This design comes from an exercise in tuning for small area, a short achievable clock period and few clock cycles per item on the open sky130 flow, not from production work. At most, simulation tests tie the RTL to the original design; equivalence was not proved. For run 1, only the layout was checked, not whether the RTL still works. Power figures rest on the tool's default switching activity, not on a simulated workload.

## flow/design.v (module list and top-level ports; edited modules follow where they fit)
// module dapid_core: 1755 lines
// module dapid_qstep: 521 lines
// module dual_axis_pid_with_error_weighting_top: 197 lines
module dual_axis_pid_with_error_weighting_top #(
   parameter int CONTROL_HZ = dapid_pkg::CONTROL_HZ_DEF,
   parameter int ANGLE_BITS = dapid_pkg::ANGLE_BITS_DEF
) (
   input  logic        clock,
   input  logic        reset,
   input  logic        req_tvalid,
   output logic        req_tready,
   input  logic [31:0] req_tdata,
   input  logic [1:0]  req_tuser,
   output logic        rsp_tvalid,
   input  logic        rsp_tready,
   output logic [63:0] rsp_tdata,
   input  logic        csr_psel,
   input  logic        csr_penable,
   input  logic        csr_pwrite,
   input  logic [4:0]  csr_paddr,
   input  logic [31:0] csr_pwdata,
   output logic [31:0] csr_prdata,
   output logic        csr_pready
);
  // ...
==> flow/run.sh <==
#!/bin/bash
# synth_recipe.tcl (not shown) runs the flow's synth.tcl, then flattens the netlist and writes it again
# the make line also repeats each setting of config.mk as NAME=value (left out here)
make -C /OpenROAD-flow-scripts/flow DESIGN_CONFIG=/design/flow/config.mk WORK_HOME=/design/flow/orfs CLKGATE_MAP_FILE= SYNTH_SCRIPT=/design/flow/synth_recipe.tcl finish
==> flow/config.mk <==
export PLATFORM = sky130hd
export DESIGN_NAME = dual_axis_pid_with_error_weighting_top
export DESIGN_NICKNAME = dual_axis_pid_with_error_weighting_top
export VERILOG_FILES = /design/flow/design.v
export SDC_FILE = /design/flow/constraint.sdc
export NUM_CORES = 4
export LEC_CHECK = 0
export ABC_AREA = 1
export CAP_MARGIN = 20
export CORE_MARGIN = 2
export CORE_UTILIZATION = 60
export PLACE_DENSITY = 0.72
export SLEW_MARGIN = 20
==> flow/constraint.sdc <==
create_clock -name core_clock -period 11.0 [get_ports {clock}]
set_input_delay 2.2000 -clock core_clock [delete_from_list [all_inputs] [get_ports {clock}]]
set_output_delay 2.2000 -clock core_clock [all_outputs]
set_load 0.01 [all_outputs]
==> flow_metrics.tcl, run 1 <==
set metrics [dict create \
    status "no timing/DRC/antenna violations" \
    period_needed_ps 5180 \
    p_switching_uw 1730 \
    drc 0 \
    insertion_delay_ps 720 \
    pin_count 177 \
    reg2reg_slack_ps 5820 \
    top_layer_used "met5" \
    multi_input_area_share 0.572 \
    final-seq-area_um2 20300 \
    yosys-top-cells-area "fa_1 20%, edfxtp_1 20%, ha_1 8.8%" \
    numCtsBuffers 88 \
    wl_met1_mm 80.2 \
    cp_data_arrival_time_ps 5730 \
    hold_buffers 0 \
    dp_slack_ps 5870 \
    ys_seq_area_frac 0.282 \
    synth_top_area_share 0.199 \
    met1_usage 0.414 \
    peakVddDrop_mv 0.145 \
    clk_share 0.0393 \
    powerDensity_nw_per_um2 87.9 \
    p_clk_frac 0.454 \
    seqPwrFrac 0.455 \
    synth_compound_area_frac 0.142 \
    synth_ff_type "edfxtp_1" \
    skew_ps 39.9 \
    largest_class "multi-input combinational cells" \
    rows 127 \
    syn_area_per_cell_um2 8.69 \
]
==> module dapid_qstep, before the edit <==
module dapid_qstep (
   input  logic               clock,
   input  logic               adv,
   input  logic signed [15:0] e,
   output logic signed [13:0] q_in
);
   logic qm_s0, qm_c0;
   assign qm_s0 = 1'b1 ^ ~e[12];
   assign qm_c0 = 1'b1 & ~e[12];
   logic qm_s1, qm_c1;
   assign qm_s1 = ~e[13] ^ ~e[6];
   assign qm_c1 = ~e[13] & ~e[6];
   logic qm_s2, qm_c2;
   assign qm_s2 = ~e[14] ^ ~e[7] ^ ~e[4];
   assign qm_c2 = (~e[14] & ~e[7]) | (~e[14] & ~e[4]) | (~e[7] & ~e[4]);
   logic qm_s3, qm_c3;
   assign qm_s3 = 1'b1 ^ e[15] ^ ~e[8];
   assign qm_c3 = (1'b1 & e[15]) | (1'b1 & ~e[8]) | (e[15] & ~e[8]);
   logic qm_s4, qm_c4;
   assign qm_s4 = ~e[5] ^ ~e[3];
   assign qm_c4 = ~e[5] & ~e[3];
   logic qm_s5, qm_c5;
   assign qm_s5 = 1'b1 ^ ~e[9] ^ ~e[6];
   assign qm_c5 = (1'b1 & ~e[9]) | (1'b1 & ~e[6]) | (~e[9] & ~e[6]);
   logic qm_s6, qm_c6;
   assign qm_s6 = ~e[4] ^ e[2];
   assign qm_c6 = ~e[4] & e[2];
   logic qm_s7, qm_c7;
   assign qm_s7 = 1'b1 ^ ~e[10] ^ ~e[7];
   assign qm_c7 = (1'b1 & ~e[10]) | (1'b1 & ~e[7]) | (~e[10] & ~e[7]);
   logic qm_s8, qm_c8;
   assign qm_s8 = ~e[5] ^ e[3];
   assign qm_c8 = ~e[5] & e[3];
   logic qm_s9, qm_c9;
   assign qm_s9 = 1'b1 ^ ~e[11] ^ ~e[8];
   assign qm_c9 = (1'b1 & ~e[11]) | (1'b1 & ~e[8]) | (~e[11] & ~e[8]);
   logic qm_s10, qm_c10;
   assign qm_s10 = ~e[6] ^ e[4];
   assign qm_c10 = ~e[6] & e[4];
   logic qm_s11, qm_c11;
   assign qm_s11 = 1'b1 ^ ~e[12] ^ ~e[9];
   assign qm_c11 = (1'b1 & ~e[12]) | (1'b1 & ~e[9]) | (~e[12] & ~e[9]);
   logic qm_s12, qm_c12;
   assign qm_s12 = ~e[7] ^ e[5];
   assign qm_c12 = ~e[7] & e[5];
   logic qm_s13, qm_c13;
   assign qm_s13 = 1'b1 ^ ~e[13] ^ ~e[10];
   assign qm_c13 = (1'b1 & ~e[13]) | (1'b1 & ~e[10]) | (~e[13] & ~e[10]);
   logic qm_s14, qm_c14;
   assign qm_s14 = ~e[8] ^ e[6];
   assign qm_c14 = ~e[8] & e[6];
   logic qm_s15, qm_c15;
   assign qm_s15 = 1'b1 ^ ~e[14] ^ ~e[11];
   assign qm_c15 = (1'b1 & ~e[14]) | (1'b1 & ~e[11]) | (~e[14] & ~e[11]);
   logic qm_s16, qm_c16;
   assign qm_s16 = ~e[9] ^ e[7] ^ e[0];
   assign qm_c16 = (~e[9] & e[7]) | (~e[9] & e[0]) | (e[7] & e[0]);
   logic qm_s17, qm_c17;
   assign qm_s17 = e[15] ^ ~e[12] ^ ~e[10];
   assign qm_c17 = (e[15] & ~e[12]) | (e[15] & ~e[10]) | (~e[12] & ~e[10]);
   logic qm_s18, qm_c18;
   assign qm_s18 = e[8] ^ e[1];
   assign qm_c18 = e[8] & e[1];
   logic qm_s19, qm_c19;
   assign qm_s19 = 1'b1 ^ ~e[13] ^ ~e[11];
   assign qm_c19 = (1'b1 & ~e[13]) | (1'b1 & ~e[11]) | (~e[13] & ~e[11]);
   logic qm_s20, qm_c20;
   assign qm_s20 = e[9] ^ e[2];
   assign qm_c20 = e[9] & e[2];
   logic qm_s21, qm_c21;
   assign qm_s21 = 1'b1 ^ ~e[14] ^ ~e[12];
   assign qm_c21 = (1'b1 & ~e[14]) | (1'b1 & ~e[12]) | (~e[14] & ~e[12]);
   logic qm_s22, qm_c22;
   assign qm_s22 = e[10] ^ e[3] ^ e[15];
   assign qm_c22 = (e[10] & e[3]) | (e[10] & e[15]) | (e[3] & e[15]);
   logic qm_s23, qm_c23;
   assign qm_s23 = e[15] ^ ~e[13] ^ e[11];
   assign qm_c23 = (e[15] & ~e[13]) | (e[15] & e[11]) | (~e[13] & e[11]);
   logic qm_s24, qm_c24;
   assign qm_s24 = 1'b1 ^ ~e[14];
   assign qm_c24 = 1'b1 & ~e[14];
   logic qm_s25, qm_c25;
   assign qm_s25 = 1'b1 ^ ~e[10];
   assign qm_c25 = 1'b1 & ~e[10];
   logic qm_s26, qm_c26;
   assign qm_s26 = ~e[11] ^ ~e[4];
   assign qm_c26 = ~e[11] & ~e[4];
   logic qm_s27, qm_c27;
   assign qm_s27 = ~e[5] ^ ~e[2] ^ ~e[0];
   assign qm_c27 = (~e[5] & ~e[2]) | (~e[5] & ~e[0]) | (~e[2] & ~e[0]);
   logic qm_s28, qm_c28;
   assign qm_s28 = ~e[3] ^ ~e[1] ^ qm_c0;
   assign qm_c28 = (~e[3] & ~e[1]) | (~e[3] & qm_c0) | (~e[1] & qm_c0);
   logic qm_s29, qm_c29;
   assign qm_s29 = ~e[2] ^ e[0] ^ qm_c1;
   assign qm_c29 = (~e[2] & e[0]) | (~e[2] & qm_c1) | (e[0] & qm_c1);
   logic qm_s30, qm_c30;
   assign qm_s30 = e[1] ^ qm_s4 ^ qm_c2;
   assign qm_c30 = (e[1] & qm_s4) | (e[1] & qm_c2) | (qm_s4 & qm_c2);
   logic qm_s31, qm_c31;
   assign qm_s31 = qm_c4 ^ qm_s6 ^ qm_c3;
   assign qm_c31 = (qm_c4 & qm_s6) | (qm_c4 & qm_c3) | (qm_s6 & qm_c3);
   logic qm_s32, qm_c32;
   assign qm_s32 = qm_c6 ^ qm_s8 ^ qm_c5;
   assign qm_c32 = (qm_c6 & qm_s8) | (qm_c6 & qm_c5) | (qm_s8 & qm_c5);
   logic qm_s33, qm_c33;
   assign qm_s33 = qm_c8 ^ qm_s10 ^ qm_c7;
   assign qm_c33 = (qm_c8 & qm_s10) | (qm_c8 & qm_c7) | (qm_s10 & qm_c7);
   logic qm_s34, qm_c34;
   assign qm_s34 = qm_c10 ^ qm_s12 ^ qm_c9;
   assign qm_c34 = (qm_c10 & qm_s12) | (qm_c10 & qm_c9) | (qm_s12 & qm_c9);
   logic qm_s35, qm_c35;
   assign qm_s35 = qm_c12 ^ qm_s14 ^ qm_c11;
   assign qm_c35 = (qm_c12 & qm_s14) | (qm_c12 & qm_c11) | (qm_s14 & qm_c11);
   logic qm_s36, qm_c36;
   assign qm_s36 = qm_c14 ^ qm_c13 ^ qm_s15;
   assign qm_c36 = (qm_c14 & qm_c13) | (qm_c14 & qm_s15) | (qm_c13 & qm_s15);
   logic qm_s37, qm_c37;
   assign qm_s37 = qm_s18 ^ qm_c15 ^ qm_c16;
   assign qm_c37 = (qm_s18 & qm_c15) | (qm_s18 & qm_c16) | (qm_c15 & qm_c16);
   logic qm_s38, qm_c38;
   assign qm_s38 = qm_c18 ^ qm_s20 ^ qm_c17;
   assign qm_c38 = (qm_c18 & qm_s20) | (qm_c18 & qm_c17) | (qm_s20 & qm_c17);
   logic qm_s39, qm_c39;
   assign qm_s39 = qm_c20 ^ qm_c19 ^ qm_s21;
   assign qm_c39 = (qm_c20 & qm_c19) | (qm_c20 & qm_s21) | (qm_c19 & qm_s21);
   logic qm_s40, qm_c40;
   assign qm_s40 = e[4] ^ qm_c21 ^ qm_c22;
   assign qm_c40 = (e[4] & qm_c21) | (e[4] & qm_c22) | (qm_c21 & qm_c22);
   logic qm_s41, qm_c41;
   assign qm_s41 = e[12] ^ e[5] ^ qm_s24;
   assign qm_c41 = (e[12] & e[5]) | (e[12] & qm_s24) | (e[5] & qm_s24);
   logic qm_s42, qm_c42;
   assign qm_s42 = e[15] ^ e[13] ^ e[6];
   assign qm_c42 = (e[15] & e[13]) | (e[15] & e[6]) | (e[13] & e[6]);
   logic qm_s43, qm_c43;
   assign qm_s43 = 1'b1 ^ e[14];
   assign qm_c43 = 1'b1 & e[14];
   logic qm_s44, qm_c44;
   assign qm_s44 = 1'b1 ^ ~e[7];
   assign qm_c44 = 1'b1 & ~e[7];
   logic qm_s45, qm_c45;
   assign qm_s45 = ~e[8] ^ ~e[1];
   assign qm_c45 = ~e[8] & ~e[1];
   logic qm_s46, qm_c46;
   assign qm_s46 = ~e[9] ^ ~e[2];
   assign qm_c46 = ~e[9] & ~e[2];
   logic qm_s47, qm_c47;
   assign qm_s47 = ~e[3] ^ ~e[0] ^ qm_s25;
   assign qm_c47 = (~e[3] & ~e[0]) | (~e[3] & qm_s25) | (~e[0] & qm_s25);
   logic qm_s48, qm_c48;
   assign qm_s48 = ~e[1] ^ qm_c25 ^ qm_s26;
   assign qm_c48 = (~e[1] & qm_c25) | (~e[1] & qm_s26) | (qm_c25 & qm_s26);
   logic qm_s49, qm_c49;
   assign qm_s49 = qm_c26 ^ qm_s0 ^ qm_s27;
   assign qm_c49 = (qm_c26 & qm_s0) | (qm_c26 & qm_s27) | (qm_s0 & qm_s27);
   logic qm_s50, qm_c50;
   assign qm_s50 = qm_s1 ^ qm_c27 ^ qm_s28;
   assign qm_c50 = (qm_s1 & qm_c27) | (qm_s1 & qm_s28) | (qm_c27 & qm_s28);
   logic qm_s51, qm_c51;
   assign qm_s51 = qm_s2 ^ qm_c28 ^ qm_s29;
   assign qm_c51 = (qm_s2 & qm_c28) | (qm_s2 & qm_s29) | (qm_c28 & qm_s29);
   logic qm_s52, qm_c52;
   assign qm_s52 = qm_s3 ^ qm_c29 ^ qm_s30;
   assign qm_c52 = (qm_s3 & qm_c29) | (qm_s3 & qm_s30) | (qm_c29 & qm_s30);
   logic qm_s53, qm_c53;
   assign qm_s53 = qm_s5 ^ qm_c30 ^ qm_s31;
   assign qm_c53 = (qm_s5 & qm_c30) | (qm_s5 & qm_s31) | (qm_c30 & qm_s31);
   logic qm_s54, qm_c54;
   assign qm_s54 = qm_s7 ^ qm_c31 ^ qm_s32;
   assign qm_c54 = (qm_s7 & qm_c31) | (qm_s7 & qm_s32) | (qm_c31 & qm_s32);
   logic qm_s55, qm_c55;
   assign qm_s55 = qm_s9 ^ qm_c32 ^ qm_s33;
   assign qm_c55 = (qm_s9 & qm_c32) | (qm_s9 & qm_s33) | (qm_c32 & qm_s33);
   logic qm_s56, qm_c56;
   assign qm_s56 = qm_s11 ^ qm_c33 ^ qm_s34;
   assign qm_c56 = (qm_s11 & qm_c33) | (qm_s11 & qm_s34) | (qm_c33 & qm_s34);
   logic qm_s57, qm_c57;
   assign qm_s57 = qm_s13 ^ qm_c34 ^ qm_s35;
   assign qm_c57 = (qm_s13 & qm_c34) | (qm_s13 & qm_s35) | (qm_c34 & qm_s35);
   logic qm_s58, qm_c58;
   assign qm_s58 = qm_s16 ^ qm_c35 ^ qm_s36;
   assign qm_c58 = (qm_s16 & qm_c35) | (qm_s16 & qm_s36) | (qm_c35 & qm_s36);
   logic qm_s59, qm_c59;
   assign qm_s59 = qm_s17 ^ qm_s37 ^ qm_c36;
   assign qm_c59 = (qm_s17 & qm_s37) | (qm_s17 & qm_c36) | (qm_s37 & qm_c36);
   logic qm_s60, qm_c60;
   assign qm_s60 = qm_s19 ^ qm_c37 ^ qm_s38;
   assign qm_c60 = (qm_s19 & qm_c37) | (qm_s19 & qm_s38) | (qm_c37 & qm_s38);
   logic qm_s61, qm_c61;
   assign qm_s61 = qm_s22 ^ qm_c38 ^ qm_s39;
   assign qm_c61 = (qm_s22 & qm_c38) | (qm_s22 & qm_s39) | (qm_c38 & qm_s39);
   logic qm_s62, qm_c62;
   assign qm_s62 = qm_s23 ^ qm_s40 ^ qm_c39;
   assign qm_c62 = (qm_s23 & qm_s40) | (qm_s23 & qm_c39) | (qm_s40 & qm_c39);
   logic qm_s63, qm_c63;
   assign qm_s63 = qm_c23 ^ qm_s41 ^ qm_c40;
   assign qm_c63 = (qm_c23 & qm_s41) | (qm_c23 & qm_c40) | (qm_s41 & qm_c40);
   logic qm_s64, qm_c64;
   assign qm_s64 = qm_c24 ^ qm_s42 ^ qm_c41;
   assign qm_c64 = (qm_c24 & qm_s42) | (qm_c24 & qm_c41) | (qm_s42 & qm_c41);
   logic qm_s65, qm_c65;
   assign qm_s65 = e[7] ^ qm_s43 ^ qm_c42;
   assign qm_c65 = (e[7] & qm_s43) | (e[7] & qm_c42) | (qm_s43 & qm_c42);
   logic qm_s66, qm_c66;
   assign qm_s66 = ~e[15] ^ e[8] ^ qm_c43;
   assign qm_c66 = (~e[15] & e[8]) | (~e[15] & qm_c43) | (e[8] & qm_c43);
   logic qm_s67, qm_c67;
   assign qm_s67 = 1'b1 ^ e[9];
   assign qm_c67 = 1'b1 & e[9];
   logic qm_s68, qm_c68;
   assign qm_s68 = 1'b1 ^ e[10];
   assign qm_c68 = 1'b1 & e[10];
   logic qm_s69, qm_c69;
   assign qm_s69 = 1'b1 ^ e[11];
   assign qm_c69 = 1'b1 & e[11];
   logic qm_s70, qm_c70;
   assign qm_s70 = 1'b1 ^ e[12];
   assign qm_c70 = 1'b1 & e[12];
   logic qm_s71, qm_c71;
   assign qm_s71 = 1'b1 ^ e[13];
   assign qm_c71 = 1'b1 & e[13];
   logic qm_s72, qm_c72;
   assign qm_s72 = 1'b1 ^ e[14];
   assign qm_c72 = 1'b1 & e[14];
   logic [37:0] qm_s, qm_c;
   assign qm_s = {1'b1, qm_c72, qm_c71, qm_c70, qm_c69, qm_c68, qm_c67, qm_c66, qm_c65, qm_c64, qm_c63, qm_c62, qm_c61, qm_c60, qm_c59, qm_c58, qm_c57, qm_c56, qm_c55, qm_c54, qm_c53, qm_c52, qm_c51, qm_c50, qm_c49, qm_c48, qm_c47, qm_c46, qm_c45, qm_c44, qm_s44, ~e[6], ~e[5], ~e[4], ~e[3], ~e[2], ~e[1], ~e[0]};
   assign qm_c = {1'b0, ~e[15], qm_s72, qm_s71, qm_s70, qm_s69, qm_s68, qm_s67, qm_s66, qm_s65, qm_s64, qm_s63, qm_s62, qm_s61, qm_s60, qm_s59, qm_s58, qm_s57, qm_s56, qm_s55, qm_s54, qm_s53, qm_s52, qm_s51, qm_s50, qm_s49, qm_s48, qm_s47, qm_s46, qm_s45, ~e[0], 1'b0, 1'b0, 1'b0, 1'b0, 1'b0, 1'b0, ~e[15]};
   logic [23:0] ql_g, ql_p;
   assign ql_g[0] = qm_s[0] & qm_c[0];
   assign ql_p[0] = qm_s[0] | qm_c[0];
   assign ql_g[1] = qm_s[1] & qm_c[1];
   assign ql_p[1] = qm_s[1] | qm_c[1];
   assign ql_g[2] = qm_s[2] & qm_c[2];
   assign ql_p[2] = qm_s[2] | qm_c[2];
   assign ql_g[3] = qm_s[3] & qm_c[3];
   assign ql_p[3] = qm_s[3] | qm_c[3];
   assign ql_g[4] = qm_s[4] & qm_c[4];
   assign ql_p[4] = qm_s[4] | qm_c[4];
   assign ql_g[5] = qm_s[5] & qm_c[5];
   assign ql_p[5] = qm_s[5] | qm_c[5];
   assign ql_g[6] = qm_s[6] & qm_c[6];
   assign ql_p[6] = qm_s[6] | qm_c[6];
   assign ql_g[7] = qm_s[7] & qm_c[7];
   assign ql_p[7] = qm_s[7] | qm_c[7];
   assign ql_g[8] = qm_s[8] & qm_c[8];
   assign ql_p[8] = qm_s[8] | qm_c[8];
   assign ql_g[9] = qm_s[9] & qm_c[9];
   assign ql_p[9] = qm_s[9] | qm_c[9];
   assign ql_g[10] = qm_s[10] & qm_c[10];
   assign ql_p[10] = qm_s[10] | qm_c[10];
   assign ql_g[11] = qm_s[11] & qm_c[11];
   assign ql_p[11] = qm_s[11] | qm_c[11];
   assign ql_g[12] = qm_s[12] & qm_c[12];
   assign ql_p[12] = qm_s[12] | qm_c[12];
   assign ql_g[13] = qm_s[13] & qm_c[13];
   assign ql_p[13] = qm_s[13] | qm_c[13];
   assign ql_g[14] = qm_s[14] & qm_c[14];
   assign ql_p[14] = qm_s[14] | qm_c[14];
   assign ql_g[15] = qm_s[15] & qm_c[15];
   assign ql_p[15] = qm_s[15] | qm_c[15];
   assign ql_g[16] = qm_s[16] & qm_c[16];
   assign ql_p[16] = qm_s[16] | qm_c[16];
   assign ql_g[17] = qm_s[17] & qm_c[17];
   assign ql_p[17] = qm_s[17] | qm_c[17];
   assign ql_g[18] = qm_s[18] & qm_c[18];
   assign ql_p[18] = qm_s[18] | qm_c[18];
   assign ql_g[19] = qm_s[19] & qm_c[19];
   assign ql_p[19] = qm_s[19] | qm_c[19];
   assign ql_g[20] = qm_s[20] & qm_c[20];
   assign ql_p[20] = qm_s[20] | qm_c[20];
   assign ql_g[21] = qm_s[21] & qm_c[21];
   assign ql_p[21] = qm_s[21] | qm_c[21];
   assign ql_g[22] = qm_s[22] & qm_c[22];
   assign ql_p[22] = qm_s[22] | qm_c[22];
   assign ql_g[23] = qm_s[23] & qm_c[23];
   assign ql_p[23] = qm_s[23] | qm_c[23];
   logic ql_G0, ql_P0;
   assign ql_G0 = ql_g[1] | (ql_p[1] & ql_g[0]);
   logic ql_G1, ql_P1;
   assign ql_G1 = ql_g[3] | (ql_p[3] & ql_g[2]);
   assign ql_P1 = ql_p[3] & ql_p[2];
   logic ql_G2, ql_P2;
   assign ql_G2 = ql_g[5] | (ql_p[5] & ql_g[4]);
   assign ql_P2 = ql_p[5] & ql_p[4];
   logic ql_G3, ql_P3;
   assign ql_G3 = ql_g[7] | (ql_p[7] & ql_g[6]);
   assign ql_P3 = ql_p[7] & ql_p[6];
   logic ql_G4, ql_P4;
   assign ql_G4 = ql_g[9] | (ql_p[9] & ql_g[8]);
   assign ql_P4 = ql_p[9] & ql_p[8];
   logic ql_G5, ql_P5;
   assign ql_G5 = ql_g[11] | (ql_p[11] & ql_g[10]);
   assign ql_P5 = ql_p[11] & ql_p[10];
   logic ql_G6, ql_P6;
   assign ql_G6 = ql_g[13] | (ql_p[13] & ql_g[12]);
   assign ql_P6 = ql_p[13] & ql_p[12];
   logic ql_G7, ql_P7;
   assign ql_G7 = ql_g[15] | (ql_p[15] & ql_g[14]);
   assign ql_P7 = ql_p[15] & ql_p[14];
   logic ql_G8, ql_P8;
   assign ql_G8 = ql_g[17] | (ql_p[17] & ql_g[16]);
   assign ql_P8 = ql_p[17] & ql_p[16];
   logic ql_G9, ql_P9;
   assign ql_G9 = ql_g[19] | (ql_p[19] & ql_g[18]);
   assign ql_P9 = ql_p[19] & ql_p[18];
   logic ql_G10, ql_P10;
   assign ql_G10 = ql_g[21] | (ql_p[21] & ql_g[20]);
   assign ql_P10 = ql_p[21] & ql_p[20];
   logic ql_G11, ql_P11;
   assign ql_G11 = ql_g[23] | (ql_p[23] & ql_g[22]);
   assign ql_P11 = ql_p[23] & ql_p[22];
   logic ql_G12, ql_P12;
   assign ql_G12 = ql_G1 | (ql_P1 & ql_G0);
   logic ql_G13, ql_P13;
   assign ql_G13 = ql_G3 | (ql_P3 & ql_G2);
   assign ql_P13 = ql_P3 & ql_P2;
   logic ql_G14, ql_P14;
   assign ql_G14 = ql_G5 | (ql_P5 & ql_G4);
   assign ql_P14 = ql_P5 & ql_P4;
   logic ql_G15, ql_P15;
   assign ql_G15 = ql_G7 | (ql_P7 & ql_G6);
   assign ql_P15 = ql_P7 & ql_P6;
   logic ql_G16, ql_P16;
   assign ql_G16 = ql_G9 | (ql_P9 & ql_G8);
   assign ql_P16 = ql_P9 & ql_P8;
   logic ql_G17, ql_P17;
   assign ql_G17 = ql_G11 | (ql_P11 & ql_G10);
   assign ql_P17 = ql_P11 & ql_P10;
   logic ql_G18, ql_P18;
   assign ql_G18 = ql_G13 | (ql_P13 & ql_G12);
   logic ql_G19, ql_P19;
   assign ql_G19 = ql_G15 | (ql_P15 & ql_G14);
   assign ql_P19 = ql_P15 & ql_P14;
   logic ql_G20, ql_P20;
   assign ql_G20 = ql_G17 | (ql_P17 & ql_G16);
   assign ql_P20 = ql_P17 & ql_P16;
   logic ql_G21, ql_P21;
   assign ql_G21 = ql_G19 | (ql_P19 & ql_G18);
   logic ql_G22, ql_P22;
   assign ql_G22 = ql_G20 | (ql_P20 & ql_G21);
   logic ql_G23, ql_P23;
   assign ql_G23 = ql_G14 | (ql_P14 & ql_G18);
   logic ql_G24, ql_P24;
   assign ql_G24 = ql_G16 | (ql_P16 & ql_G21);
   logic ql_G25, ql_P25;
   assign ql_G25 = ql_G2 | (ql_P2 & ql_G12);
   logic ql_G26, ql_P26;
   assign ql_G26 = ql_G4 | (ql_P4 & ql_G18);
   logic ql_G27, ql_P27;
   assign ql_G27 = ql_G6 | (ql_P6 & ql_G23);
   logic ql_G28, ql_P28;
   assign ql_G28 = ql_G8 | (ql_P8 & ql_G21);
   logic ql_G29, ql_P29;
   assign ql_G29 = ql_G10 | (ql_P10 & ql_G24);
   logic ql_G30, ql_P30;
   assign ql_G30 = ql_g[2] | (ql_p[2] & ql_G0);
   logic ql_G31, ql_P31;
   assign ql_G31 = ql_g[4] | (ql_p[4] & ql_G12);
   logic ql_G32, ql_P32;
   assign ql_G32 = ql_g[6] | (ql_p[6] & ql_G25);
   logic ql_G33, ql_P33;
   assign ql_G33 = ql_g[8] | (ql_p[8] & ql_G18);
   logic ql_G34, ql_P34;
   assign ql_G34 = ql_g[10] | (ql_p[10] & ql_G26);
   logic ql_G35, ql_P35;
   assign ql_G35 = ql_g[12] | (ql_p[12] & ql_G23);
   logic ql_G36, ql_P36;
   assign ql_G36 = ql_g[14] | (ql_p[14] & ql_G27);
   logic ql_G37, ql_P37;
   assign ql_G37 = ql_g[16] | (ql_p[16] & ql_G21);
   logic ql_G38, ql_P38;
   assign ql_G38 = ql_g[18] | (ql_p[18] & ql_G28);
   logic ql_G39, ql_P39;
   assign ql_G39 = ql_g[20] | (ql_p[20] & ql_G24);
   logic ql_G40, ql_P40;
   assign ql_G40 = ql_g[22] | (ql_p[22] & ql_G29);
   logic [23:0] ql_sum;
   assign ql_sum[0] = 1'b0;
   assign ql_sum[1] = 1'b0;
   assign ql_sum[2] = 1'b0;
   assign ql_sum[3] = 1'b0;
   assign ql_sum[4] = 1'b0;
   assign ql_sum[5] = 1'b0;
   assign ql_sum[6] = 1'b0;
   assign ql_sum[7] = 1'b0;
   assign ql_sum[8] = 1'b0;
   assign ql_sum[9] = 1'b0;
   assign ql_sum[10] = 1'b0;
   assign ql_sum[11] = 1'b0;
   assign ql_sum[12] = 1'b0;
   assign ql_sum[13] = 1'b0;
   assign ql_sum[14] = 1'b0;
   assign ql_sum[15] = 1'b0;
   assign ql_sum[16] = 1'b0;
   assign ql_sum[17] = 1'b0;
   assign ql_sum[18] = 1'b0;
   assign ql_sum[19] = 1'b0;
   assign ql_sum[20] = 1'b0;
   assign ql_sum[21] = 1'b0;
   assign ql_sum[22] = 1'b0;
   assign ql_sum[23] = 1'b0;
   logic [13:0] qs_s, qs_c;
   logic        qs_k;
   always_ff @(posedge clock) begin
      if (adv) begin
         qs_s <= qm_s[37:24];
         qs_c <= qm_c[37:24];
         qs_k <= ql_G22;
      end
   end
   logic [13:0] qa_g, qa_p;
   assign qa_g[0] = qs_s[0] & qs_c[0];
   assign qa_p[0] = qs_s[0] ^ qs_c[0];
   assign qa_g[1] = qs_s[1] & qs_c[1];
   assign qa_p[1] = qs_s[1] ^ qs_c[1];
   assign qa_g[2] = qs_s[2] & qs_c[2];
   assign qa_p[2] = qs_s[2] ^ qs_c[2];
   assign qa_g[3] = qs_s[3] & qs_c[3];
   assign qa_p[3] = qs_s[3] ^ qs_c[3];
   assign qa_g[4] = qs_s[4] & qs_c[4];
   assign qa_p[4] = qs_s[4] ^ qs_c[4];
   assign qa_g[5] = qs_s[5] & qs_c[5];
   assign qa_p[5] = qs_s[5] ^ qs_c[5];
   assign qa_g[6] = qs_s[6] & qs_c[6];
   assign qa_p[6] = qs_s[6] ^ qs_c[6];
   assign qa_g[7] = qs_s[7] & qs_c[7];
   assign qa_p[7] = qs_s[7] ^ qs_c[7];
   assign qa_g[8] = qs_s[8] & qs_c[8];
   assign qa_p[8] = qs_s[8] ^ qs_c[8];
   assign qa_g[9] = qs_s[9] & qs_c[9];
   assign qa_p[9] = qs_s[9] ^ qs_c[9];
   assign qa_g[10] = qs_s[10] & qs_c[10];
   assign qa_p[10] = qs_s[10] ^ qs_c[10];
   assign qa_g[11] = qs_s[11] & qs_c[11];
   assign qa_p[11] = qs_s[11] ^ qs_c[11];
   assign qa_g[12] = qs_s[12] & qs_c[12];
   assign qa_p[12] = qs_s[12] ^ qs_c[12];
   assign qa_g[13] = qs_s[13] & qs_c[13];
   assign qa_p[13] = qs_s[13] ^ qs_c[13];
   logic qa_g0c;
   assign qa_g0c = qa_g[0] | (qa_p[0] & qs_k);
   logic qa_G0, qa_P0;
   assign qa_G0 = qa_g[1] | (qa_p[1] & qa_g0c);
   logic qa_G1, qa_P1;
   assign qa_G1 = qa_g[3] | (qa_p[3] & qa_g[2]);
   assign qa_P1 = qa_p[3] & qa_p[2];
   logic qa_G2, qa_P2;
   assign qa_G2 = qa_g[5] | (qa_p[5] & qa_g[4]);
   assign qa_P2 = qa_p[5] & qa_p[4];
   logic qa_G3, qa_P3;
   assign qa_G3 = qa_g[7] | (qa_p[7] & qa_g[6]);
   assign qa_P3 = qa_p[7] & qa_p[6];
   logic qa_G4, qa_P4;
   assign qa_G4 = qa_g[9] | (qa_p[9] & qa_g[8]);
   assign qa_P4 = qa_p[9] & qa_p[8];
   logic qa_G5, qa_P5;
   assign qa_G5 = qa_g[11] | (qa_p[11] & qa_g[10]);
   assign qa_P5 = qa_p[11] & qa_p[10];
   logic qa_G6, qa_P6;
   assign qa_G6 = qa_g[13] | (qa_p[13] & qa_g[12]);
   assign qa_P6 = qa_p[13] & qa_p[12];
   logic qa_G7, qa_P7;
   assign qa_G7 = qa_g[2] | (qa_p[2] & qa_G0);
   logic qa_G8, qa_P8;
   assign qa_G8 = qa_G1 | (qa_P1 & qa_G0);
   logic qa_G9, qa_P9;
   assign qa_G9 = qa_g[6] | (qa_p[6] & qa_G2);
   assign qa_P9 = qa_p[6] & qa_P2;
   logic qa_G10, qa_P10;
   assign qa_G10 = qa_G3 | (qa_P3 & qa_G2);
   assign qa_P10 = qa_P3 & qa_P2;
   logic qa_G11, qa_P11;
   assign qa_G11 = qa_g[10] | (qa_p[10] & qa_G4);
   assign qa_P11 = qa_p[10] & qa_P4;
   logic qa_G12, qa_P12;
   assign qa_G12 = qa_G5 | (qa_P5 & qa_G4);
   assign qa_P12 = qa_P5 & qa_P4;
   logic qa_G13, qa_P13;
   assign qa_G13 = qa_g[4] | (qa_p[4] & qa_G8);
   logic qa_G14, qa_P14;
   assign qa_G14 = qa_G2 | (qa_P2 & qa_G8);
   logic qa_G15, qa_P15;
   assign qa_G15 = qa_G9 | (qa_P9 & qa_G8);
   logic qa_G16, qa_P16;
   assign qa_G16 = qa_G10 | (qa_P10 & qa_G8);
   logic qa_G17, qa_P17;
   assign qa_G17 = qa_g[12] | (qa_p[12] & qa_G12);
   assign qa_P17 = qa_p[12] & qa_P12;
   logic qa_G18, qa_P18;
   assign qa_G18 = qa_G6 | (qa_P6 & qa_G12);
   assign qa_P18 = qa_P6 & qa_P12;
   logic qa_G19, qa_P19;
   assign qa_G19 = qa_g[8] | (qa_p[8] & qa_G16);
   logic qa_G20, qa_P20;
   assign qa_G20 = qa_G4 | (qa_P4 & qa_G16);
   logic qa_G21, qa_P21;
   assign qa_G21 = qa_G11 | (qa_P11 & qa_G16);
   logic qa_G22, qa_P22;
   assign qa_G22 = qa_G12 | (qa_P12 & qa_G16);
   logic qa_G23, qa_P23;
   assign qa_G23 = qa_G17 | (qa_P17 & qa_G16);
   logic qa_G24, qa_P24;
   assign qa_G24 = qa_G18 | (qa_P18 & qa_G16);
   logic [13:0] qa_sum;
   assign qa_sum[0] = qa_p[0] ^ qs_k;
   assign qa_sum[1] = qa_p[1] ^ qa_g0c;
   assign qa_sum[2] = qa_p[2] ^ qa_G0;
   assign qa_sum[3] = qa_p[3] ^ qa_G7;
   assign qa_sum[4] = qa_p[4] ^ qa_G8;
   assign qa_sum[5] = qa_p[5] ^ qa_G13;
   assign qa_sum[6] = qa_p[6] ^ qa_G14;
   assign qa_sum[7] = qa_p[7] ^ qa_G15;
   assign qa_sum[8] = qa_p[8] ^ qa_G16;
   assign qa_sum[9] = qa_p[9] ^ qa_G19;
   assign qa_sum[10] = qa_p[10] ^ qa_G20;
   assign qa_sum[11] = qa_p[11] ^ qa_G21;
   assign qa_sum[12] = qa_p[12] ^ qa_G22;
   assign qa_sum[13] = qa_p[13] ^ qa_G23;
   assign q_in = qa_sum;
endmodule
==> run 2, diff against run 1 <==
--- a/flow/design.v
+++ b/flow/design.v
@@ -32,3 +32,5 @@
    input  logic [14:0]        tol,
-   input  logic signed [13:0] q_in,
+   input  logic [18:0]        q_s,       
+   input  logic [18:0]        q_c,
+   input  logic               q_k,
    output logic signed [15:0] e_out,
@@ -64,3 +66,2 @@
    logic signed [18:0] isum;
-   assign isum = 19'(integ) + 19'(q_in);
    always_ff @(posedge clock) begin
@@ -1755,2 +1756,272 @@
    assign mm_k = ml_G10;
+   logic im_s0, im_c0;
+   assign im_s0 = integ[0] ^ q_s[0];
+   assign im_c0 = integ[0] & q_s[0];
+   logic im_s1, im_c1;
+   assign im_s1 = integ[1] ^ q_s[1];
+   assign im_c1 = integ[1] & q_s[1];
+   logic im_s2, im_c2;
+   assign im_s2 = integ[2] ^ q_s[2];
+   assign im_c2 = integ[2] & q_s[2];
+   logic im_s3, im_c3;
+   assign im_s3 = integ[3] ^ q_s[3];
+   assign im_c3 = integ[3] & q_s[3];
+   logic im_s4, im_c4;
+   assign im_s4 = integ[4] ^ q_s[4];
+   assign im_c4 = integ[4] & q_s[4];
+   logic im_s5, im_c5;
+   assign im_s5 = integ[5] ^ q_s[5];
+   assign im_c5 = integ[5] & q_s[5];
+   logic im_s6, im_c6;
+   assign im_s6 = integ[6] ^ q_s[6];
+   assign im_c6 = integ[6] & q_s[6];
+   logic im_s7, im_c7;
+   assign im_s7 = integ[7] ^ q_s[7];
+   assign im_c7 = integ[7] & q_s[7];
+   logic im_s8, im_c8;
+   assign im_s8 = integ[8] ^ q_s[8];
+   assign im_c8 = integ[8] & q_s[8];
+   logic im_s9, im_c9;
+   assign im_s9 = integ[9] ^ q_s[9];
+   assign im_c9 = integ[9] & q_s[9];
+   logic im_s10, im_c10;
+   assign im_s10 = integ[10] ^ q_s[10];
+   assign im_c10 = integ[10] & q_s[10];
+   logic im_s11, im_c11;
+   assign im_s11 = integ[11] ^ q_s[11];
+   assign im_c11 = integ[11] & q_s[11];
+   logic im_s12, im_c12;
+   assign im_s12 = integ[12] ^ q_s[12];
+   assign im_c12 = integ[12] & q_s[12];
+   logic im_s13, im_c13;
+   assign im_s13 = integ[13] ^ q_s[13];
+   assign im_c13 = integ[13] & q_s[13];
+   logic im_s14, im_c14;
+   assign im_s14 = integ[14] ^ q_s[14];
+   assign im_c14 = integ[14] & q_s[14];
+   logic im_s15, im_c15;
+   assign im_s15 = integ[15] ^ q_s[15];
+   assign im_c15 = integ[15] & q_s[15];
+   logic im_s16, im_c16;
+   assign im_s16 = integ[16] ^ q_s[16];
+   assign im_c16 = integ[16] & q_s[16];
+   logic im_s17, im_c17;
+   assign im_s17 = 1'b1 ^ ~integ[17] ^ q_s[17];
+   assign im_c17 = (1'b1 & ~integ[17]) | (1'b1 & q_s[17]) | (~integ[17] & q_s[17]);
+   logic im_s18, im_c18;
+   assign im_s18 = 1'b1 ^ q_s[18];
+   assign im_c18 = 1'b1 & q_s[18];
+   logic im_s19, im_c19;
+   assign im_s19 = q_c[0] ^ q_k;
+   assign im_c19 = q_c[0] & q_k;
+   logic im_s20, im_c20;
+   assign im_s20 = q_c[1] ^ im_c0 ^ im_s1;
+   assign im_c20 = (q_c[1] & im_c0) | (q_c[1] & im_s1) | (im_c0 & im_s1);
+   logic im_s21, im_c21;
+   assign im_s21 = q_c[2] ^ im_c1 ^ im_s2;
+   assign im_c21 = (q_c[2] & im_c1) | (q_c[2] & im_s2) | (im_c1 & im_s2);
+   logic im_s22, im_c22;
+   assign im_s22 = q_c[3] ^ im_c2 ^ im_s3;
+   assign im_c22 = (q_c[3] & im_c2) | (q_c[3] & im_s3) | (im_c2 & im_s3);
+   logic im_s23, im_c23;
+   assign im_s23 = q_c[4] ^ im_c3 ^ im_s4;
+   assign im_c23 = (q_c[4] & im_c3) | (q_c[4] & im_s4) | (im_c3 & im_s4);
+   logic im_s24, im_c24;
+   assign im_s24 = q_c[5] ^ im_c4 ^ im_s5;
+   assign im_c24 = (q_c[5] & im_c4) | (q_c[5] & im_s5) | (im_c4 & im_s5);
+   logic im_s25, im_c25;
+   assign im_s25 = q_c[6] ^ im_c5 ^ im_s6;
+   assign im_c25 = (q_c[6] & im_c5) | (q_c[6] & im_s6) | (im_c5 & im_s6);
+   logic im_s26, im_c26;
+   assign im_s26 = q_c[7] ^ im_c6 ^ im_s7;
+   assign im_c26 = (q_c[7] & im_c6) | (q_c[7] & im_s7) | (im_c6 & im_s7);
+   logic im_s27, im_c27;
+   assign im_s27 = q_c[8] ^ im_c7 ^ im_s8;
+   assign im_c27 = (q_c[8] & im_c7) | (q_c[8] & im_s8) | (im_c7 & im_s8);
+   logic im_s28, im_c28;
+   assign im_s28 = q_c[9] ^ im_c8 ^ im_s9;
+   assign im_c28 = (q_c[9] & im_c8) | (q_c[9] & im_s9) | (im_c8 & im_s9);
+   logic im_s29, im_c29;
+   assign im_s29 = q_c[10] ^ im_c9 ^ im_s10;
+   assign im_c29 = (q_c[10] & im_c9) | (q_c[10] & im_s10) | (im_c9 & im_s10);
+   logic im_s30, im_c30;
+   assign im_s30 = q_c[11] ^ im_c10 ^ im_s11;
+   assign im_c30 = (q_c[11] & im_c10) | (q_c[11] & im_s11) | (im_c10 & im_s11);
+   logic im_s31, im_c31;
+   assign im_s31 = q_c[12] ^ im_c11 ^ im_s12;
+   assign im_c31 = (q_c[12] & im_c11) | (q_c[12] & im_s12) | (im_c11 & im_s12);
+   logic im_s32, im_c32;
+   assign im_s32 = q_c[13] ^ im_c12 ^ im_s13;
+   assign im_c32 = (q_c[13] & im_c12) | (q_c[13] & im_s13) | (im_c12 & im_s13);
+   logic im_s33, im_c33;
+   assign im_s33 = q_c[14] ^ im_c13 ^ im_s14;
+   assign im_c33 = (q_c[14] & im_c13) | (q_c[14] & im_s14) | (im_c13 & im_s14);
+   logic im_s34, im_c34;
+   assign im_s34 = q_c[15] ^ im_c14 ^ im_s15;
+   assign im_c34 = (q_c[15] & im_c14) | (q_c[15] & im_s15) | (im_c14 & im_s15);
+   logic im_s35, im_c35;
+   assign im_s35 = q_c[16] ^ im_c15 ^ im_s16;
+   assign im_c35 = (q_c[16] & im_c15) | (q_c[16] & im_s16) | (im_c15 & im_s16);
+   logic im_s36, im_c36;
+   assign im_s36 = q_c[17] ^ im_c16 ^ im_s17;
+   assign im_c36 = (q_c[17] & im_c16) | (q_c[17] & im_s17) | (im_c16 & im_s17);
+   logic im_s37, im_c37;
+   assign im_s37 = q_c[18] ^ im_s18 ^ im_c17;
+   assign im_c37 = (q_c[18] & im_s18) | (q_c[18] & im_c17) | (im_s18 & im_c17);
+   logic [18:0] im_s, im_c;
+   assign im_s = {im_c36, im_c35, im_c34, im_c33, im_c32, im_c31, im_c30, im_c29, im_c28, im_c27, im_c26, im_c25, im_c24, im_c23, im_c22, im_c21, im_c20, im_c19, im_s19};
+   assign im_c = {im_s37, im_s36, im_s35, im_s34, im_s33, im_s32, im_s31, im_s30, im_s29, im_s28, im_s27, im_s26, im_s25, im_s24, im_s23, im_s22, im_s21, im_s20, im_s0};
+   logic [18:0] is_g, is_p;
+   assign is_g[0] = im_s[0] & im_c[0];
+   assign is_p[0] = im_s[0] ^ im_c[0];
+   assign is_g[1] = im_s[1] & im_c[1];
+   assign is_p[1] = im_s[1] ^ im_c[1];
+   assign is_g[2] = im_s[2] & im_c[2];
+   assign is_p[2] = im_s[2] ^ im_c[2];
+   assign is_g[3] = im_s[3] & im_c[3];
+   assign is_p[3] = im_s[3] ^ im_c[3];
+   assign is_g[4] = im_s[4] & im_c[4];
+   assign is_p[4] = im_s[4] ^ im_c[4];
+   assign is_g[5] = im_s[5] & im_c[5];
+   assign is_p[5] = im_s[5] ^ im_c[5];
+   assign is_g[6] = im_s[6] & im_c[6];
+   assign is_p[6] = im_s[6] ^ im_c[6];
+   assign is_g[7] = im_s[7] & im_c[7];
+   assign is_p[7] = im_s[7] ^ im_c[7];
+   assign is_g[8] = im_s[8] & im_c[8];
+   assign is_p[8] = im_s[8] ^ im_c[8];
+   assign is_g[9] = im_s[9] & im_c[9];
+   assign is_p[9] = im_s[9] ^ im_c[9];
+   assign is_g[10] = im_s[10] & im_c[10];
+   assign is_p[10] = im_s[10] ^ im_c[10];
+   assign is_g[11] = im_s[11] & im_c[11];
+   assign is_p[11] = im_s[11] ^ im_c[11];
+   assign is_g[12] = im_s[12] & im_c[12];
+   assign is_p[12] = im_s[12] ^ im_c[12];
+   assign is_g[13] = im_s[13] & im_c[13];
+   assign is_p[13] = im_s[13] ^ im_c[13];
+   assign is_g[14] = im_s[14] & im_c[14];
+   assign is_p[14] = im_s[14] ^ im_c[14];
+   assign is_g[15] = im_s[15] & im_c[15];
+   assign is_p[15] = im_s[15] ^ im_c[15];
+   assign is_g[16] = im_s[16] & im_c[16];
+   assign is_p[16] = im_s[16] ^ im_c[16];
+   assign is_g[17] = im_s[17] & im_c[17];
+   assign is_p[17] = im_s[17] ^ im_c[17];
+   assign is_g[18] = im_s[18] & im_c[18];
+   assign is_p[18] = im_s[18] ^ im_c[18];
+   logic is_G0, is_P0;
+   assign is_G0 = is_g[1] | (is_p[1] & is_g[0]);
+   logic is_G1, is_P1;
+   assign is_G1 = is_g[3] | (is_p[3] & is_g[2]);
+   assign is_P1 = is_p[3] & is_p[2];
+   logic is_G2, is_P2;
+   assign is_G2 = is_g[5] | (is_p[5] & is_g[4]);
+   assign is_P2 = is_p[5] & is_p[4];
+   logic is_G3, is_P3;
+   assign is_G3 = is_g[7] | (is_p[7] & is_g[6]);
+   assign is_P3 = is_p[7] & is_p[6];
+   logic is_G4, is_P4;
+   assign is_G4 = is_g[9] | (is_p[9] & is_g[8]);
+   assign is_P4 = is_p[9] & is_p[8];
+   logic is_G5, is_P5;
+   assign is_G5 = is_g[11] | (is_p[11] & is_g[10]);
+   assign is_P5 = is_p[11] & is_p[10];
+   logic is_G6, is_P6;
+   assign is_G6 = is_g[13] | (is_p[13] & is_g[12]);
+   assign is_P6 = is_p[13] & is_p[12];
+   logic is_G7, is_P7;
+   assign is_G7 = is_g[15] | (is_p[15] & is_g[14]);
+   assign is_P7 = is_p[15] & is_p[14];
+   logic is_G8, is_P8;
+   assign is_G8 = is_g[17] | (is_p[17] & is_g[16]);
+   assign is_P8 = is_p[17] & is_p[16];
+   logic is_G9, is_P9;
+   assign is_G9 = is_g[2] | (is_p[2] & is_G0);
+   logic is_G10, is_P10;
+   assign is_G10 = is_G1 | (is_P1 & is_G0);
+   logic is_G11, is_P11;
+   assign is_G11 = is_g[6] | (is_p[6] & is_G2);
+   assign is_P11 = is_p[6] & is_P2;
+   logic is_G12, is_P12;
+   assign is_G12 = is_G3 | (is_P3 & is_G2);
+   assign is_P12 = is_P3 & is_P2;
+   logic is_G13, is_P13;
+   assign is_G13 = is_g[10] | (is_p[10] & is_G4);
+   assign is_P13 = is_p[10] & is_P4;
+   logic is_G14, is_P14;
+   assign is_G14 = is_G5 | (is_P5 & is_G4);
+   assign is_P14 = is_P5 & is_P4;
+   logic is_G15, is_P15;
+   assign is_G15 = is_g[14] | (is_p[14] & is_G6);
+   assign is_P15 = is_p[14] & is_P6;
+   logic is_G16, is_P16;
+   assign is_G16 = is_G7 | (is_P7 & is_G6);
+   assign is_P16 = is_P7 & is_P6;
+   logic is_G17, is_P17;
+   assign is_G17 = is_g[18] | (is_p[18] & is_G8);
+   assign is_P17 = is_p[18] & is_P8;
+   logic is_G18, is_P18;
+   assign is_G18 = is_g[4] | (is_p[4] & is_G10);
+   logic is_G19, is_P19;
+   assign is_G19 = is_G2 | (is_P2 & is_G10);
+   logic is_G20, is_P20;
+   assign is_G20 = is_G11 | (is_P11 & is_G10);
+   logic is_G21, is_P21;
+   assign is_G21 = is_G12 | (is_P12 & is_G10);
+   logic is_G22, is_P22;
+   assign is_G22 = is_g[12] | (is_p[12] & is_G14);
+   assign is_P22 = is_p[12] & is_P14;
+   logic is_G23, is_P23;
+   assign is_G23 = is_G6 | (is_P6 & is_G14);
+   assign is_P23 = is_P6 & is_P14;
+   logic is_G24, is_P24;
+   assign is_G24 = is_G15 | (is_P15 & is_G14);
+   assign is_P24 = is_P15 & is_P14;
+   logic is_G25, is_P25;
+   assign is_G25 = is_G16 | (is_P16 & is_G14);
+   assign is_P25 = is_P16 & is_P14;
+   logic is_G26, is_P26;
+   assign is_G26 = is_g[8] | (is_p[8] & is_G21);
+   logic is_G27, is_P27;
+   assign is_G27 = is_G4 | (is_P4 & is_G21);
+   logic is_G28, is_P28;
+   assign is_G28 = is_G13 | (is_P13 & is_G21);
+   logic is_G29, is_P29;
+   assign is_G29 = is_G14 | (is_P14 & is_G21);
+   logic is_G30, is_P30;
+   assign is_G30 = is_G22 | (is_P22 & is_G21);
+   logic is_G31, is_P31;
+   assign is_G31 = is_G23 | (is_P23 & is_G21);
+   logic is_G32, is_P32;
+   assign is_G32 = is_G24 | (is_P24 & is_G21);
+   logic is_G33, is_P33;
+   assign is_G33 = is_G25 | (is_P25 & is_G21);
+   logic is_G34, is_P34;
+   assign is_G34 = is_g[16] | (is_p[16] & is_G33);
+   logic is_G35, is_P35;
+   assign is_G35 = is_G8 | (is_P8 & is_G33);
+   logic is_G36, is_P36;
+   assign is_G36 = is_G17 | (is_P17 & is_G33);
+   logic [18:0] is_sum;
+   assign is_sum[0] = is_p[0];
+   assign is_sum[1] = is_p[1] ^ is_g[0];
+   assign is_sum[2] = is_p[2] ^ is_G0;
+   assign is_sum[3] = is_p[3] ^ is_G9;
+   assign is_sum[4] = is_p[4] ^ is_G10;
+   assign is_sum[5] = is_p[5] ^ is_G18;
+   assign is_sum[6] = is_p[6] ^ is_G19;
+   assign is_sum[7] = is_p[7] ^ is_G20;
+   assign is_sum[8] = is_p[8] ^ is_G21;
+   assign is_sum[9] = is_p[9] ^ is_G26;
+   assign is_sum[10] = is_p[10] ^ is_G27;
+   assign is_sum[11] = is_p[11] ^ is_G28;
+   assign is_sum[12] = is_p[12] ^ is_G29;
+   assign is_sum[13] = is_p[13] ^ is_G30;
+   assign is_sum[14] = is_p[14] ^ is_G31;
+   assign is_sum[15] = is_p[15] ^ is_G32;
+   assign is_sum[16] = is_p[16] ^ is_G33;
+   assign is_sum[17] = is_p[17] ^ is_G34;
+   assign is_sum[18] = is_p[18] ^ is_G35;
+   assign isum = is_sum;
    always_ff @(posedge clock) begin
@@ -1777,3 +2048,5 @@
    input  logic signed [15:0] e,
-   output logic signed [13:0] q_in
+   output logic [18:0]        q_s,
+   output logic [18:0]        q_c,
+   output logic               q_k
 );
@@ -1998,5 +2271,5 @@
    assign qm_c72 = 1'b1 & e[14];
-   logic [37:0] qm_s, qm_c;
-   assign qm_s = {1'b1, qm_c72, qm_c71, qm_c70, qm_c69, qm_c68, qm_c67, qm_c66, qm_c65, qm_c64, qm_c63, qm_c62, qm_c61, qm_c60, qm_c59, qm_c58, qm_c57, qm_c56, qm_c55, qm_c54, qm_c53, qm_c52, qm_c51, qm_c50, qm_c49, qm_c48, qm_c47, qm_c46, qm_c45, qm_c44, qm_s44, ~e[6], ~e[5], ~e[4], ~e[3], ~e[2], ~e[1], ~e[0]};
-   assign qm_c = {1'b0, ~e[15], qm_s72, qm_s71, qm_s70, qm_s69, qm_s68, qm_s67, qm_s66, qm_s65, qm_s64, qm_s63, qm_s62, qm_s61, qm_s60, qm_s59, qm_s58, qm_s57, qm_s56, qm_s55, qm_s54, qm_s53, qm_s52, qm_s51, qm_s50, qm_s49, qm_s48, qm_s47, qm_s46, qm_s45, ~e[0], 1'b0, 1'b0, 1'b0, 1'b0, 1'b0, 1'b0, ~e[15]};
+   logic [42:0] qm_s, qm_c;
+   assign qm_s = {1'b1, 1'b1, 1'b1, 1'b1, 1'b1, 1'b1, qm_c72, qm_c71, qm_c70, qm_c69, qm_c68, qm_c67, qm_c66, qm_c65, qm_c64, qm_c63, qm_c62, qm_c61, qm_c60, qm_c59, qm_c58, qm_c57, qm_c56, qm_c55, qm_c54, qm_c53, qm_c52, qm_c51, qm_c50, qm_c49, qm_c48, qm_c47, qm_c46, qm_c45, qm_c44, qm_s44, ~e[6], ~e[5], ~e[4], ~e[3], ~e[2], ~e[1], ~e[0]};
+   assign qm_c = {1'b0, 1'b0, 1'b0, 1'b0, 1'b0, 1'b0, ~e[15], qm_s72, qm_s71, qm_s70, qm_s69, qm_s68, qm_s67, qm_s66, qm_s65, qm_s64, qm_s63, qm_s62, qm_s61, qm_s60, qm_s59, qm_s58, qm_s57, qm_s56, qm_s55, qm_s54, qm_s53, qm_s52, qm_s51, qm_s50, qm_s49, qm_s48, qm_s47, qm_s46, qm_s45, ~e[0], 1'b0, 1'b0, 1'b0, 1'b0, 1'b0, 1'b0, ~e[15]};
    logic [23:0] ql_g, ql_p;
@@ -2175,3 +2448,3 @@
    assign ql_sum[23] = 1'b0;
-   logic [13:0] qs_s, qs_c;
+   logic [18:0] qs_s, qs_c;
    logic        qs_k;
@@ -2179,4 +2452,4 @@
       if (adv) begin
-         qs_s <= qm_s[37:24];
-         qs_c <= qm_c[37:24];
+         qs_s <= qm_s[42:24];
+         qs_c <= qm_c[42:24];
          qs_k <= ql_G22;
@@ -2184,111 +2457,5 @@
    end
-   logic [13:0] qa_g, qa_p;
-   assign qa_g[0] = qs_s[0] & qs_c[0];
-   assign qa_p[0] = qs_s[0] ^ qs_c[0];
-   assign qa_g[1] = qs_s[1] & qs_c[1];
-   assign qa_p[1] = qs_s[1] ^ qs_c[1];
-   assign qa_g[2] = qs_s[2] & qs_c[2];
-   assign qa_p[2] = qs_s[2] ^ qs_c[2];
-   assign qa_g[3] = qs_s[3] & qs_c[3];
-   assign qa_p[3] = qs_s[3] ^ qs_c[3];
-   assign qa_g[4] = qs_s[4] & qs_c[4];
-   assign qa_p[4] = qs_s[4] ^ qs_c[4];
-   assign qa_g[5] = qs_s[5] & qs_c[5];
-   assign qa_p[5] = qs_s[5] ^ qs_c[5];
-   assign qa_g[6] = qs_s[6] & qs_c[6];
-   assign qa_p[6] = qs_s[6] ^ qs_c[6];
-   assign qa_g[7] = qs_s[7] & qs_c[7];
-   assign qa_p[7] = qs_s[7] ^ qs_c[7];
-   assign qa_g[8] = qs_s[8] & qs_c[8];
-   assign qa_p[8] = qs_s[8] ^ qs_c[8];
-   assign qa_g[9] = qs_s[9] & qs_c[9];
-   assign qa_p[9] = qs_s[9] ^ qs_c[9];
-   assign qa_g[10] = qs_s[10] & qs_c[10];
-   assign qa_p[10] = qs_s[10] ^ qs_c[10];
-   assign qa_g[11] = qs_s[11] & qs_c[11];
-   assign qa_p[11] = qs_s[11] ^ qs_c[11];
-   assign qa_g[12] = qs_s[12] & qs_c[12];
-   assign qa_p[12] = qs_s[12] ^ qs_c[12];
-   assign qa_g[13] = qs_s[13] & qs_c[13];
-   assign qa_p[13] = qs_s[13] ^ qs_c[13];
-   logic qa_g0c;
-   assign qa_g0c = qa_g[0] | (qa_p[0] & qs_k);
-   logic qa_G0, qa_P0;
-   assign qa_G0 = qa_g[1] | (qa_p[1] & qa_g0c);
-   logic qa_G1, qa_P1;
-   assign qa_G1 = qa_g[3] | (qa_p[3] & qa_g[2]);
-   assign qa_P1 = qa_p[3] & qa_p[2];
-   logic qa_G2, qa_P2;
-   assign qa_G2 = qa_g[5] | (qa_p[5] & qa_g[4]);
-   assign qa_P2 = qa_p[5] & qa_p[4];
-   logic qa_G3, qa_P3;
-   assign qa_G3 = qa_g[7] | (qa_p[7] & qa_g[6]);
-   assign qa_P3 = qa_p[7] & qa_p[6];
-   logic qa_G4, qa_P4;
-   assign qa_G4 = qa_g[9] | (qa_p[9] & qa_g[8]);
-   assign qa_P4 = qa_p[9] & qa_p[8];
-   logic qa_G5, qa_P5;
-   assign qa_G5 = qa_g[11] | (qa_p[11] & qa_g[10]);
-   assign qa_P5 = qa_p[11] & qa_p[10];
-   logic qa_G6, qa_P6;
-   assign qa_G6 = qa_g[13] | (qa_p[13] & qa_g[12]);
-   assign qa_P6 = qa_p[13] & qa_p[12];
-   logic qa_G7, qa_P7;
-   assign qa_G7 = qa_g[2] | (qa_p[2] & qa_G0);
-   logic qa_G8, qa_P8;
-   assign qa_G8 = qa_G1 | (qa_P1 & qa_G0);
-   logic qa_G9, qa_P9;
-   assign qa_G9 = qa_g[6] | (qa_p[6] & qa_G2);
-   assign qa_P9 = qa_p[6] & qa_P2;
-   logic qa_G10, qa_P10;
-   assign qa_G10 = qa_G3 | (qa_P3 & qa_G2);
-   assign qa_P10 = qa_P3 & qa_P2;
-   logic qa_G11, qa_P11;
-   assign qa_G11 = qa_g[10] | (qa_p[10] & qa_G4);
-   assign qa_P11 = qa_p[10] & qa_P4;
-   logic qa_G12, qa_P12;
-   assign qa_G12 = qa_G5 | (qa_P5 & qa_G4);
-   assign qa_P12 = qa_P5 & qa_P4;
-   logic qa_G13, qa_P13;
-   assign qa_G13 = qa_g[4] | (qa_p[4] & qa_G8);
-   logic qa_G14, qa_P14;
-   assign qa_G14 = qa_G2 | (qa_P2 & qa_G8);
-   logic qa_G15, qa_P15;
-   assign qa_G15 = qa_G9 | (qa_P9 & qa_G8);
-   logic qa_G16, qa_P16;
-   assign qa_G16 = qa_G10 | (qa_P10 & qa_G8);
-   logic qa_G17, qa_P17;
-   assign qa_G17 = qa_g[12] | (qa_p[12] & qa_G12);
-   assign qa_P17 = qa_p[12] & qa_P12;
-   logic qa_G18, qa_P18;
-   assign qa_G18 = qa_G6 | (qa_P6 & qa_G12);
-   assign qa_P18 = qa_P6 & qa_P12;
-   logic qa_G19, qa_P19;
-   assign qa_G19 = qa_g[8] | (qa_p[8] & qa_G16);
-   logic qa_G20, qa_P20;
-   assign qa_G20 = qa_G4 | (qa_P4 & qa_G16);
-   logic qa_G21, qa_P21;
-   assign qa_G21 = qa_G11 | (qa_P11 & qa_G16);
-   logic qa_G22, qa_P22;
-   assign qa_G22 = qa_G12 | (qa_P12 & qa_G16);
-   logic qa_G23, qa_P23;
-   assign qa_G23 = qa_G17 | (qa_P17 & qa_G16);
-   logic qa_G24, qa_P24;
-   assign qa_G24 = qa_G18 | (qa_P18 & qa_G16);
-   logic [13:0] qa_sum;
-   assign qa_sum[0] = qa_p[0] ^ qs_k;
-   assign qa_sum[1] = qa_p[1] ^ qa_g0c;
-   assign qa_sum[2] = qa_p[2] ^ qa_G0;
-   assign qa_sum[3] = qa_p[3] ^ qa_G7;
-   assign qa_sum[4] = qa_p[4] ^ qa_G8;
-   assign qa_sum[5] = qa_p[5] ^ qa_G13;
-   assign qa_sum[6] = qa_p[6] ^ qa_G14;
-   assign qa_sum[7] = qa_p[7] ^ qa_G15;
-   assign qa_sum[8] = qa_p[8] ^ qa_G16;
-   assign qa_sum[9] = qa_p[9] ^ qa_G19;
-   assign qa_sum[10] = qa_p[10] ^ qa_G20;
-   assign qa_sum[11] = qa_p[11] ^ qa_G21;
-   assign qa_sum[12] = qa_p[12] ^ qa_G22;
-   assign qa_sum[13] = qa_p[13] ^ qa_G23;
-   assign q_in = qa_sum;
+   assign q_s = qs_s;
+   assign q_c = qs_c;
+   assign q_k = qs_k;
 endmodule
@@ -2436,3 +2603,4 @@
    logic signed [15:0] roll_e, yaw_e;
-   logic signed [13:0] q_step;
+   logic [18:0]        q_s, q_c;
+   logic               q_k;
    dapid_qstep u_qstep (
@@ -2441,3 +2609,5 @@
       .e    (st[1] ? roll_e : yaw_e),
-      .q_in (q_step)
+      .q_s  (q_s),
+      .q_c  (q_c),
+      .q_k  (q_k)
    );
@@ -2455,3 +2625,5 @@
       .tol      (roll_tol),
-      .q_in     (q_step),
+      .q_s      (q_s),
+      .q_c      (q_c),
+      .q_k      (q_k),
       .e_out    (roll_e),
@@ -2471,3 +2643,5 @@
       .tol      (yaw_tol),
-      .q_in     (q_step),
+      .q_s      (q_s),
+      .q_c      (q_c),
+      .q_k      (q_k),
       .e_out    (yaw_e),
==> flow_metrics.tcl, run 2 <==
set metrics [dict create \
    clkSinkCount 780 \
    status "no timing/DRC/antenna violations" \
    endpoint_kind "flip-flop" \
    met1_usage 0.415 \
    cp_data_arrival_time_ps 5010 \
    synth_most_common_cell "inv_1" \
    period_needed_ps 4540 \
    wl_per_cell_um 19.3 \
    yosys_warnings 4 \
    syn_area_per_cell_um2 8.79 \
    port_buffers 158 \
    ys_seq_area_frac 0.279 \
    crit_type "reg -> reg" \
    synth-edff-count 471 \
    final_common_cell "inv_1" \
    p_switching_uw 1770 \
    path_clk_slew_ps 70 \
    initial_core_util 0.607 \
    holdWs_ps 435 \
    fmax_mhz 220 \
    use_met3 0.0424 \
    hp-class "reg -> reg" \
    critical_path.startpoint_type "flip-flop" \
    hold_viol_final 0 \
    cts_tree "built" \
    hold_buffers 0 \
    power.leakage_uw 0.0352 \
    routabilityCongestion 0.969 \
    drv_cap 0 \
    root_buffer "clkbuf_16" \
    stdcell_count 9955 \
    p_clk_frac 0.453 \
    synth_cell_types 65 \
    insertion_delay_ps 730 \
    place_hpwl_mm 152 \
    dp.cells 9787 \
    synth-seq-cells 780 \
    drc 0 \
    switching_share 0.259 \
    powerDensity_nw_per_um2 86.8 \
    synthArstFlopShare 0 \
    grt_pass1_wl_mm 307 \
    grt_overflow 0 \
    num_vias 56500 \
    synth_fp_nets 9658 \
    met2_usage 0.505 \
    cp.required_ps 11470 \
    post_cts_buffers 0 \
    drive_gt1_frac 0.0429 \
    yosys-top-cells-area "fa_1 20%, edfxtp_1 19%, ha_1 9.1%" \
    synthCells 8303 \
    routed_wl_mm 192 \
    pin_count 177 \
    finalCritPeriodShare 0.413 \
    floorplan.die_area_um2 124000 \
    h-tree-depth 3 \
    fp.dieW_um 353 \
    fin_tns_setup_ps 0 \
    vias_per_cell 5.68 \
    grt_pass1_vias 56700 \
    seqPwrFrac 0.456 \
    dr.pass1.iters 8 \
    globalRouteTotalUtil 0.309 \
    detail-route-antenna-nets 0 \
    setup_violations 0 \
    rows 127 \
    synth_area_um2 73000 \
    critPathMaxFanout 35 \
    finalNetCount 9623 \
    worst_pin_slew_ps 1190 \
    timing.slew.headroom 0.195 \
    synth_top_area_share 0.204 \
    skew_ps 63.1 \
    rr_worst_depth 12 \
    core_area_um2 120000 \
    p_int_uw 5060 \
    grt.busiest_layer "met2" \
    top_regs "rsp_roll_ff: 30 flops, rsp_yaw_ff: 30 flops" \
    dieHeight_um 353 \
    final_cell_mix "1,625 x inv_1, 1,020 x nand2_1, 745 x fa_1, 583 x a21oi_1, 532 x ha_1" \
    synth_ff_type "edfxtp_1" \
    holdPathStages 0 \
    antenna_found_initial 2 \
    clockBufferDepth 3 \
    rsz0062_at_grt "no" \
    area_growth_pct 7.82 \
    drt_iter0_drc 4964 \
    combPwrFrac 0.091 \
    numCtsBuffers 89 \
    peakVddDrop_mv 0.115 \
    ctsResizeCount 0 \
    maxSlewViolCount 0 \
    synth_common_cells "1,628 x inv_1, 1,022 x nand2_1, 745 x fa_1" \
    grt_max_degree 118 \
    synth_top_area_cell "fa_1" \
]
run 2: cell count changes in the layout (fill, tap and decap cells not counted), moves of 7 or more:
| cell | before | now |
|---|---|---|
| nand2_1 | 1133 | 1020 |
| inv_1 | 1539 | 1625 |
| o21ai_0 | 501 | 429 |
| fa_1 | 718 | 745 |
| ha_1 | 508 | 532 |
| a21oi_2 | 4 | 22 |
| nand2_2 | 9 | 27 |
| inv_2 | 7 | 21 |
| a21oi_1 | 595 | 583 |
| nand3_2 | 4 | 14 |
| nor4_1 | 15 | 7 |
| nand2_4 | 3 | 10 |
| nand4_1 | 43 | 36 |
| nor2_1 | 461 | 454 |
run 2: power by group through the flow:
| stage | clock, uW | combinational [uW] | sequential (uW) |
|---|---|---|---|
| final | 3090 | 620 | 3120 |
| after global routing | 3250 | 689 | 3110 |
| after floorplan | 0 | 441 | 3160 |
| after CTS | 3140 | 610 | 3110 |
| after detailed placement | 0 | 605 | 3180 |
| after global placement | 0 | 595 | 3180 |
run 2: final timing paths:
kind / slack [ps] / endpoint / from
setup / recovery: 6460 / u_qstep.qs_k$_DFFE_PN_ / st[1]$_SDFFE_PP0N_
hold / removal: 430 / u_yaw.w2[1]$_DFFE_PP_ / u_yaw.w1[1]$_DFFE_PP_
setup reg to reg: 6460 / u_qstep.qs_k$_DFFE_PN_ / st[1]$_SDFFE_PP0N_
hold reg to reg: 430 / u_yaw.w2[1]$_DFFE_PP_ / u_yaw.w1[1]$_DFFE_PP_
run 2: per-layer routing:
layer	routed length [um]	vias up
met4	8550	0
met1	81400	27200
li1	-	26900
met5	0	-
met3	12900	448
met2	89500	2043
run 2: worst max-delay path, stage by stage, from the launching register on:
cell and delay (ps):
dfxtp_1 630, o21ai_0 1040, inv_1 320, fa_1 490, fa_1 460, fa_1 540
nand2_1 70, o21ai_0 150, o221ai_1 200, a21oi_1 150, nand2_1 80, nand3_1 70
nand2_1 70
run 2: final cells by class:
| type | instances | area [um2] |
|---|---|---|
| fill | 9948 | 41600 |
| clock buffer | 114 | 2420 |
| timing repair buffer | 213 | 2020 |
| multi-input combinational | 5518 | 45000 |
| clock inverter | 51 | 636 |
| inverter | 1666 | 6260 |
| antenna | 1 | 2.50 |
| tap | 1612 | 2020 |
| sequential | 780 | 20300 |
run 2: cells by family (layout without fill, tap and decap cells):
kind of cell | after synthesis | in the layout | share of synthesized area
AND/OR/NAND/NOR | 1917 | 1917 | 0.112
XOR/XNOR | 588 | 588 | 0.0706
flip-flops | 780 | 780 | 0.279
other | 0 | 1 | 0
buffers and inverters | 2005 | 2044 | 0.106
AO/OA/AOI/OAI | 1736 | 1736 | 0.138
adder cells (fa/ha/maj) | 1277 | 1277 | 0.296
run 2: metrics by stage:
stage / total power (uW) / util / setup WS (ps) / instance area, um2
floorplan: 3610 / - / 1130 / 73000
global route: 7050 / 0.654 / 6260 / 78700
finish: 6830 / 0.654 / 6460 / 78700
detailed placement: 3780 / 0.628 / 6090 / 75600
CTS: 6870 / 0.654 / 6530 / 78600
global placement: 3770 / 0.628 / 6230 / 75600
Testbench counts of run 2, summed over its fixed seeds: cycles 6,457, ticks 2,048.

## port drivers added, routing unchanged
The flow's constraints put no driver on any port. The routed layouts listed below were extracted and timed again, unchanged, in two steps. Step 1, drivers: a clkbuf_16 drives clock and a buf_2 each remaining input, both assumed. Step 2, shift: input delay + t, output delay - t, t = (earliest + latest rising clock arrival at the registers) / 2. This alone moves slack from input paths to output paths. a / b / c = ideal ports / drivers / drivers and shift; a / b = the first two.
run	t, ns	slack for setup (ns)	hold slack, ns	worst setup path at the end	latest minus earliest clock arrival (ns)
run 1	0.788	5.817 / 5.817 / 5.817	0.466 / 0.466 / 0.466	register to register	0.044 / 0.043
run 2	0.791	6.455 / 6.455 / 6.430	0.435 / 0.435 / 0.435	input to register	0.075 / 0.075
After both steps every run listed still meets setup and hold. For run 2, which loses most, drivers alone change the setup slack by 0.000 ns; drivers and shift together by -0.025 ns.
